Context: an optimization exercise on an open-source flow, tuned for small area and few clock cycles per item. The choices shown serve that exercise and are no tape-out recipe.
At most, simulation tests tie the RTL to the original design; equivalence was not proved.

==> flow/design.v <==
package dot_ctrl_pkg;
    localparam int CFG_W = 32;                      
    typedef logic [3:0] bit_idx_t;                  
    typedef logic [5:0] chunk_t;                    
    typedef logic [7:0] group_t;                    
    typedef logic [7:0] credit_t;                   
endpackage
package dot_data_pkg;
    localparam int LANE_W = 32;                     
    typedef logic signed [LANE_W-1:0] lane_t;
    localparam int GUARD_BITS = 4;
    localparam int ACC_W      = LANE_W + GUARD_BITS;
    typedef logic signed [ACC_W-1:0] acc_t;
    localparam acc_t ROUND_BIAS = acc_t'(11);       
endpackage
`timescale 1ns/1ps
module dot_config_regs (
    input  logic                           clk,
    input  logic                           start_i,
    input  logic [dot_ctrl_pkg::CFG_W-1:0] num_epochs_i,
    input  logic [dot_ctrl_pkg::CFG_W-1:0] num_samples_i,
    input  logic [dot_ctrl_pkg::CFG_W-1:0] dimension_i,
    input  logic [dot_ctrl_pkg::CFG_W-1:0] num_bits_i,
    output logic                           empty_o,         
    output dot_ctrl_pkg::group_t           last_epoch_o,
    output dot_ctrl_pkg::group_t           last_group_o,
    output dot_ctrl_pkg::chunk_t           last_chunk_o,
    output dot_ctrl_pkg::bit_idx_t         last_bit_o
);
    logic [9:0] dim_m1;
    assign dim_m1  = dimension_i[9:0] - 10'd1;
    assign empty_o = (num_epochs_i[9:0] == '0) || (num_samples_i[9:2] == '0);
    always_ff @(posedge clk)
    begin
        if (start_i)
        begin
            last_epoch_o <= num_epochs_i[7:0] - 8'd1;
            last_group_o <= num_samples_i[9:2] - 8'd1;
            last_chunk_o <= dim_m1[8:3];
            last_bit_o   <= num_bits_i[3:0] - 4'd1;
        end
    end
endmodule
`timescale 1ns/1ps
module plane_fifo #(
    parameter int WIDTH = 32
) (
    input  logic             wr_en_i,
    input  logic [WIDTH-1:0] wr_data_i,
    input  logic             x_ok_i,                    
    output logic             take_o,
    output logic [WIDTH-1:0] plane_o,                   
    output logic             almost_full_o
);
    assign almost_full_o = !x_ok_i;
    assign take_o        = wr_en_i && x_ok_i;
    assign plane_o       = wr_data_i;
endmodule
`timescale 1ns/1ps
module sample_sequencer #(
    parameter int X_ADDR_BITS = 6
) (
    input  logic                   clk,
    input  logic                   rst_n,
    input  logic                   start_i,
    input  logic                   empty_i,
    input  logic                   x_written_i,
    input  dot_ctrl_pkg::group_t   last_epoch_i,
    input  dot_ctrl_pkg::group_t   last_group_i,
    input  dot_ctrl_pkg::chunk_t   last_chunk_i,
    input  dot_ctrl_pkg::bit_idx_t last_bit_i,
    input  dot_ctrl_pkg::credit_t  x_wr_credit_i,
    input  logic                   take_i,               
    output logic                   x_ok_o,               
    output logic                   x_rd_en_o,
    output logic [X_ADDR_BITS-1:0] x_rd_addr_o,
    output dot_ctrl_pkg::bit_idx_t bit_o,                
    output logic                   first_o,              
    output logic                   last_o,               
    output logic                   done_o
);
    dot_ctrl_pkg::bit_idx_t bit_idx;
    dot_ctrl_pkg::chunk_t   chunk_idx;
    dot_ctrl_pkg::group_t   group_idx;                   
    dot_ctrl_pkg::group_t   epoch_idx;
    dot_ctrl_pkg::credit_t  rd_group;                    
    logic                   later_epoch;                 
    logic                   running;
    logic                   bit_last, chunk_last, group_last, epoch_last, job_last;
    dot_ctrl_pkg::bit_idx_t bit_nxt;
    dot_ctrl_pkg::chunk_t   chunk_nxt;
    dot_ctrl_pkg::credit_t  rd_group_nxt;
    logic                   later_nxt;
    logic                   running_nxt;
    assign bit_last   = (bit_idx == last_bit_i);
    assign chunk_last = (chunk_idx == last_chunk_i);
    assign group_last = (group_idx == last_group_i);
    assign epoch_last = (epoch_idx == last_epoch_i);
    assign last_o     = bit_last && chunk_last;
    assign first_o    = (bit_idx == '0) && (chunk_idx == '0);
    assign job_last   = last_o && group_last && epoch_last;
    assign bit_o      = bit_idx;
    assign bit_nxt      = !take_i ? bit_idx : (bit_last ? '0 : bit_idx + 1'b1);
    assign chunk_nxt    = !(take_i && bit_last) ? chunk_idx : (chunk_last ? '0 : chunk_idx + 1'b1);
    assign rd_group_nxt = rd_group + (take_i && last_o);
    assign later_nxt    = later_epoch || (take_i && last_o && group_last);
    assign running_nxt  = running && !(take_i && job_last);
    assign x_rd_en_o   = (running_nxt || start_i) && (x_wr_credit_i != rd_group_nxt) &&
                         (!later_nxt || x_written_i);
    assign x_rd_addr_o = chunk_nxt[X_ADDR_BITS-1:0];
    always_ff @(posedge clk)
    begin
        if (!rst_n)
        begin
            bit_idx     <= '0;
            chunk_idx   <= '0;
            group_idx   <= '0;
            epoch_idx   <= '0;
            rd_group    <= '0;
            later_epoch <= 1'b0;
            running     <= 1'b0;
            x_ok_o      <= 1'b0;
            done_o      <= 1'b0;
        end
        else
        begin
            bit_idx     <= bit_nxt;
            chunk_idx   <= chunk_nxt;
            rd_group    <= rd_group_nxt;
            later_epoch <= later_nxt;
            running     <= running_nxt || (start_i && !empty_i);
            x_ok_o      <= x_rd_en_o;
            if (take_i && last_o)
            begin
                group_idx <= group_last ? '0 : group_idx + 1'b1;
                if (group_last)
                    epoch_idx <= epoch_idx + 1'b1;
            end
            if ((take_i && job_last) || (start_i && empty_i))
                done_o <= 1'b1;                     
        end
    end
endmodule
`timescale 1ns/1ps
module bank_adder_tree #(
    parameter int LANES = 8
) (
    input  logic                                  clk,
    input  logic [LANES*dot_data_pkg::LANE_W-1:0] lanes_i,    
    input  logic [LANES-1:0]                      mask_i,
    output dot_data_pkg::lane_t                   sum_o
);
    localparam int LW = dot_data_pkg::LANE_W;
    logic [LW-1:0] leaf [8];
    function automatic logic [2*LW-1:0] csa(input logic [LW-1:0] a, input logic [LW-1:0] b,
                                            input logic [LW-1:0] c);
        logic [LW-1:0] s, cy;
        s  = a ^ b ^ c;
        cy = (a & b) | (a & c) | (b & c);
        csa = {cy[LW-2:0], 1'b0, s};
    endfunction
    for (genvar j = 0; j < 8; j++)
    begin : g_leaf
        assign leaf[j] = mask_i[j] ? lanes_i[j*LW +: LW] : '0;    
    end
    logic [2*LW-1:0] r1a, r1b, r2a, r2b, r3, r4;
    assign r1a = csa(leaf[0], leaf[1], leaf[2]);
    assign r1b = csa(leaf[3], leaf[4], leaf[5]);
    assign r2a = csa(r1a[LW-1:0], r1a[2*LW-1:LW], r1b[LW-1:0]);
    assign r2b = csa(r1b[2*LW-1:LW], leaf[6], leaf[7]);
    assign r3  = csa(r2a[LW-1:0], r2a[2*LW-1:LW], r2b[LW-1:0]);
    assign r4  = csa(r3[LW-1:0], r3[2*LW-1:LW], r2b[2*LW-1:LW]);
    always_ff @(posedge clk)
        sum_o <= r4[LW-1:0] + r4[2*LW-1:LW];
endmodule
`timescale 1ns/1ps
module bit_serial_accumulator #(
    parameter int BANKS = 4
) (
    input  logic                                  clk,
    input  logic [BANKS*dot_data_pkg::LANE_W-1:0] sums_i,     
    input  logic                                  valid_i,    
    input  dot_ctrl_pkg::bit_idx_t                bit_i,      
    input  logic                                  first_i,    
    output logic [BANKS*dot_data_pkg::LANE_W-1:0] dot_o
);
    localparam int GB = dot_data_pkg::GUARD_BITS;
    localparam int LW = dot_data_pkg::LANE_W;
    localparam int AW = dot_data_pkg::ACC_W;
    for (genvar i = 0; i < BANKS; i++)
    begin : g_bank
        dot_data_pkg::acc_t half;
        dot_data_pkg::acc_t sh1, sh2, sh4, sh8;
        dot_data_pkg::acc_t shifted;
        dot_data_pkg::acc_t acc;
        dot_data_pkg::acc_t acc_nxt;
        assign half    = $signed({sums_i[i*LW +: LW], GB'(0)}) >>> 1;
        assign sh1     = bit_i[0] ? half >>> 1 : half;
        assign sh2     = bit_i[1] ? sh1 >>> 2 : sh1;
        assign sh4     = bit_i[2] ? sh2 >>> 4 : sh2;
        assign sh8     = sh4 >>> 8;
        assign shifted = ({AW{valid_i && bit_i[3]}} & sh8) |
                         ({AW{valid_i && !bit_i[3]}} & sh4);
        assign acc_nxt = (first_i ? dot_data_pkg::ROUND_BIAS : acc) + shifted;
        always_ff @(posedge clk)
            acc <= acc_nxt;
        assign dot_o[i*LW +: LW] = acc_nxt[AW-1 -: LW];     
    end
endmodule
`timescale 1ns/1ps
module dot_product_top #(
    parameter int BANKS       = 4,
    parameter int LANES       = 8,
    parameter int X_ADDR_BITS = 6
) (
    input  logic                                  clk,
    input  logic                                  rst_n,
    input  logic                                  start_i,
    input  logic [dot_ctrl_pkg::CFG_W-1:0]        num_epochs_i,
    input  logic [dot_ctrl_pkg::CFG_W-1:0]        num_samples_i,
    input  logic [dot_ctrl_pkg::CFG_W-1:0]        dimension_i,
    input  logic [dot_ctrl_pkg::CFG_W-1:0]        num_bits_i,
    input  logic [BANKS*LANES-1:0]                a_data_i,
    input  logic                                  a_wr_en_i,
    output logic                                  a_almost_full_o,
    input  logic [7:0]                            x_wr_credit_i,
    input  logic                                  x_written_i,
    output logic                                  x_rd_en_o,
    output logic [X_ADDR_BITS-1:0]                x_rd_addr_o,
    input  logic [LANES*dot_data_pkg::LANE_W-1:0] x_rd_data_i,
    output logic [BANKS*dot_data_pkg::LANE_W-1:0] dot_o,           
    output logic                                  dot_valid_o,
    output logic                                  done_o
);
    localparam int PLANE_W = BANKS * LANES;
    localparam int LW      = dot_data_pkg::LANE_W;
    logic                   empty;
    dot_ctrl_pkg::group_t   last_epoch;
    dot_ctrl_pkg::group_t   last_group;
    dot_ctrl_pkg::chunk_t   last_chunk;
    dot_ctrl_pkg::bit_idx_t last_bit;
    logic                   x_ok;
    logic                   take;
    logic [PLANE_W-1:0]     plane;
    dot_ctrl_pkg::bit_idx_t head_bit;
    logic                   head_first;
    logic                   head_last;
    dot_ctrl_pkg::bit_idx_t sum_bit;        
    logic                   sum_first;
    logic                   sum_valid;
    logic [BANKS*LW-1:0]    tree_sum;
    dot_config_regs i_dot_config_regs (
        .clk, .start_i,
        .num_epochs_i, .num_samples_i, .dimension_i, .num_bits_i,
        .empty_o      (empty),
        .last_epoch_o (last_epoch),
        .last_group_o (last_group),
        .last_chunk_o (last_chunk),
        .last_bit_o   (last_bit)
    );
    plane_fifo #(.WIDTH(PLANE_W)) i_plane_fifo (
        .wr_en_i       (a_wr_en_i),
        .wr_data_i     (a_data_i),
        .x_ok_i        (x_ok),
        .take_o        (take),
        .plane_o       (plane),
        .almost_full_o (a_almost_full_o)
    );
    sample_sequencer #(.X_ADDR_BITS(X_ADDR_BITS)) i_sample_sequencer (
        .clk, .rst_n, .start_i,
        .empty_i      (empty),
        .x_written_i,
        .last_epoch_i (last_epoch),
        .last_group_i (last_group),
        .last_chunk_i (last_chunk),
        .last_bit_i   (last_bit),
        .x_wr_credit_i,
        .take_i       (take),
        .x_ok_o       (x_ok),
        .x_rd_en_o, .x_rd_addr_o,
        .bit_o        (head_bit),
        .first_o      (head_first),
        .last_o       (head_last),
        .done_o
    );
    always_ff @(posedge clk)
    begin
        if (!rst_n)
        begin
            sum_valid   <= 1'b0;
            dot_valid_o <= 1'b0;
        end
        else
        begin
            sum_valid   <= take;
            dot_valid_o <= take && head_last;       
        end
    end
    always_ff @(posedge clk)
    begin
        sum_bit   <= head_bit;
        sum_first <= take && head_first;
    end
    for (genvar b = 0; b < BANKS; b++)
    begin : g_bank
        bank_adder_tree #(.LANES(LANES)) i_bank_adder_tree (
            .clk,
            .lanes_i (x_rd_data_i),
            .mask_i  (plane[b*LANES +: LANES]),      
            .sum_o   (tree_sum[b*LW +: LW])
        );
    end
    bit_serial_accumulator #(.BANKS(BANKS)) i_bit_serial_accumulator (
        .clk,
        .sums_i  (tree_sum),
        .valid_i (sum_valid),
        .bit_i   (sum_bit),
        .first_i (sum_first),
        .dot_o
    );
endmodule
export LEC_CHECK = 0
export CAP_MARGIN = 20
export CORE_MARGIN = 2
export CORE_UTILIZATION = 40
export SLEW_MARGIN = 20
create_clock -name core_clock -period 5.0 [get_ports {clk}]
run.sh (not shown) runs the stock make flow with config.mk's settings and CLKGATE_MAP_FILE= SYNTH_SCRIPT=/design/flow/synth_recipe.tcl, a recipe that flattens the netlist after the stock synthesis.
The first run finished but failed the layout checks on negative setup slack.
Next try:
--- a/flow/design.v
+++ b/flow/design.v
@@ -51,13 +51,13 @@
     output logic             take_o,
     output logic [WIDTH-1:0] plane_o,                   
     output logic             almost_full_o
 );
     assign almost_full_o = !x_ok_i;
     assign take_o        = wr_en_i && x_ok_i;
-    assign plane_o       = wr_data_i;
+    assign plane_o       = wr_data_i & {WIDTH{take_o}};
 endmodule
 `timescale 1ns/1ps
 module sample_sequencer #(
     parameter int X_ADDR_BITS = 6
 ) (
     input  logic                   clk,
@@ -176,34 +176,27 @@
 `timescale 1ns/1ps
 module bit_serial_accumulator #(
     parameter int BANKS = 4
 ) (
     input  logic                                  clk,
     input  logic [BANKS*dot_data_pkg::LANE_W-1:0] sums_i,     
-    input  logic                                  valid_i,    
     input  dot_ctrl_pkg::bit_idx_t                bit_i,      
     input  logic                                  first_i,    
     output logic [BANKS*dot_data_pkg::LANE_W-1:0] dot_o
 );
     localparam int GB = dot_data_pkg::GUARD_BITS;
     localparam int LW = dot_data_pkg::LANE_W;
     localparam int AW = dot_data_pkg::ACC_W;
     for (genvar i = 0; i < BANKS; i++)
     begin : g_bank
         dot_data_pkg::acc_t half;
-        dot_data_pkg::acc_t sh1, sh2, sh4, sh8;
         dot_data_pkg::acc_t shifted;
         dot_data_pkg::acc_t acc;
         dot_data_pkg::acc_t acc_nxt;
         assign half    = $signed({sums_i[i*LW +: LW], GB'(0)}) >>> 1;
-        assign sh1     = bit_i[0] ? half >>> 1 : half;
-        assign sh2     = bit_i[1] ? sh1 >>> 2 : sh1;
-        assign sh4     = bit_i[2] ? sh2 >>> 4 : sh2;
-        assign sh8     = sh4 >>> 8;
-        assign shifted = ({AW{valid_i && bit_i[3]}} & sh8) |
-                         ({AW{valid_i && !bit_i[3]}} & sh4);
+        assign shifted = half >>> bit_i;
         assign acc_nxt = (first_i ? dot_data_pkg::ROUND_BIAS : acc) + shifted;
         always_ff @(posedge clk)
             acc <= acc_nxt;
         assign dot_o[i*LW +: LW] = acc_nxt[AW-1 -: LW];     
     end
 endmodule
@@ -244,13 +237,12 @@
     logic [PLANE_W-1:0]     plane;
     dot_ctrl_pkg::bit_idx_t head_bit;
     logic                   head_first;
     logic                   head_last;
     dot_ctrl_pkg::bit_idx_t sum_bit;        
     logic                   sum_first;
-    logic                   sum_valid;
     logic [BANKS*LW-1:0]    tree_sum;
     dot_config_regs i_dot_config_regs (
         .clk, .start_i,
         .num_epochs_i, .num_samples_i, .dimension_i, .num_bits_i,
         .empty_o      (empty),
         .last_epoch_o (last_epoch),
@@ -283,21 +275,15 @@
         .last_o       (head_last),
         .done_o
     );
     always_ff @(posedge clk)
     begin
         if (!rst_n)
-        begin
-            sum_valid   <= 1'b0;
             dot_valid_o <= 1'b0;
-        end
         else
-        begin
-            sum_valid   <= take;
             dot_valid_o <= take && head_last;       
-        end
     end
     always_ff @(posedge clk)
     begin
         sum_bit   <= head_bit;
         sum_first <= take && head_first;
     end
@@ -310,12 +296,11 @@
             .sum_o   (tree_sum[b*LW +: LW])
         );
     end
     bit_serial_accumulator #(.BANKS(BANKS)) i_bit_serial_accumulator (
         .clk,
         .sums_i  (tree_sum),
-        .valid_i (sum_valid),
         .bit_i   (sum_bit),
         .first_i (sum_first),
         .dot_o
     );
 endmodule
After rerunning: The changed run finished but failed the layout checks on negative setup slack; maximum frequency rises by 4.2%; routed wire length increases by 6.0%; hold slack gets worse by 0.018 ns; flip-flop and latch count is lower by 1; setup slack is better by 0.25 ns; synthesized cell count increases by 1.2%; core utilization climbs by 0.46 points; final cell count rises by 0.32%.
Testbench counts after the change, summed over its fixed seeds: cycles 17,443, planes 17,153.
No functional check of the RTL was part of the first run of this note.

[what the ideal ports hide]
The flow's constraints put no driver on any port. The routed layouts listed below were extracted and timed again, unchanged, in two steps. Step 1 sets driving cells, clkbuf_16 on the clock port and buf_2 on the other inputs (assumed; they add their load-dependent delay and slew). Step 2 adds t to the input delays and takes it off the output delays; t is the mean of the earliest and latest rising clock arrival at the registers after step 1. Input paths then give back, and output paths get back, about the clock's delay inside the block. Three values: ideal, step 1, step 2; two values: the first two.
run | shift t [ns] | slack for setup (ns) | worst hold slack (ns) | worst setup path at the end | latest minus earliest clock arrival (ns)
the first run | 0.667 | -1.197 / -1.264 / -1.342 | 0.430 / 0.430 / 0.430 | input to register | 0.031 / 0.031
the second run | 0.671 | -0.948 / -1.010 / -1.589 | 0.412 / 0.412 / 0.412 | input to register | 0.027 / 0.027
For the second run, which loses most, drivers alone change the setup slack by -0.062 ns; drivers and shift together by -0.641 ns.
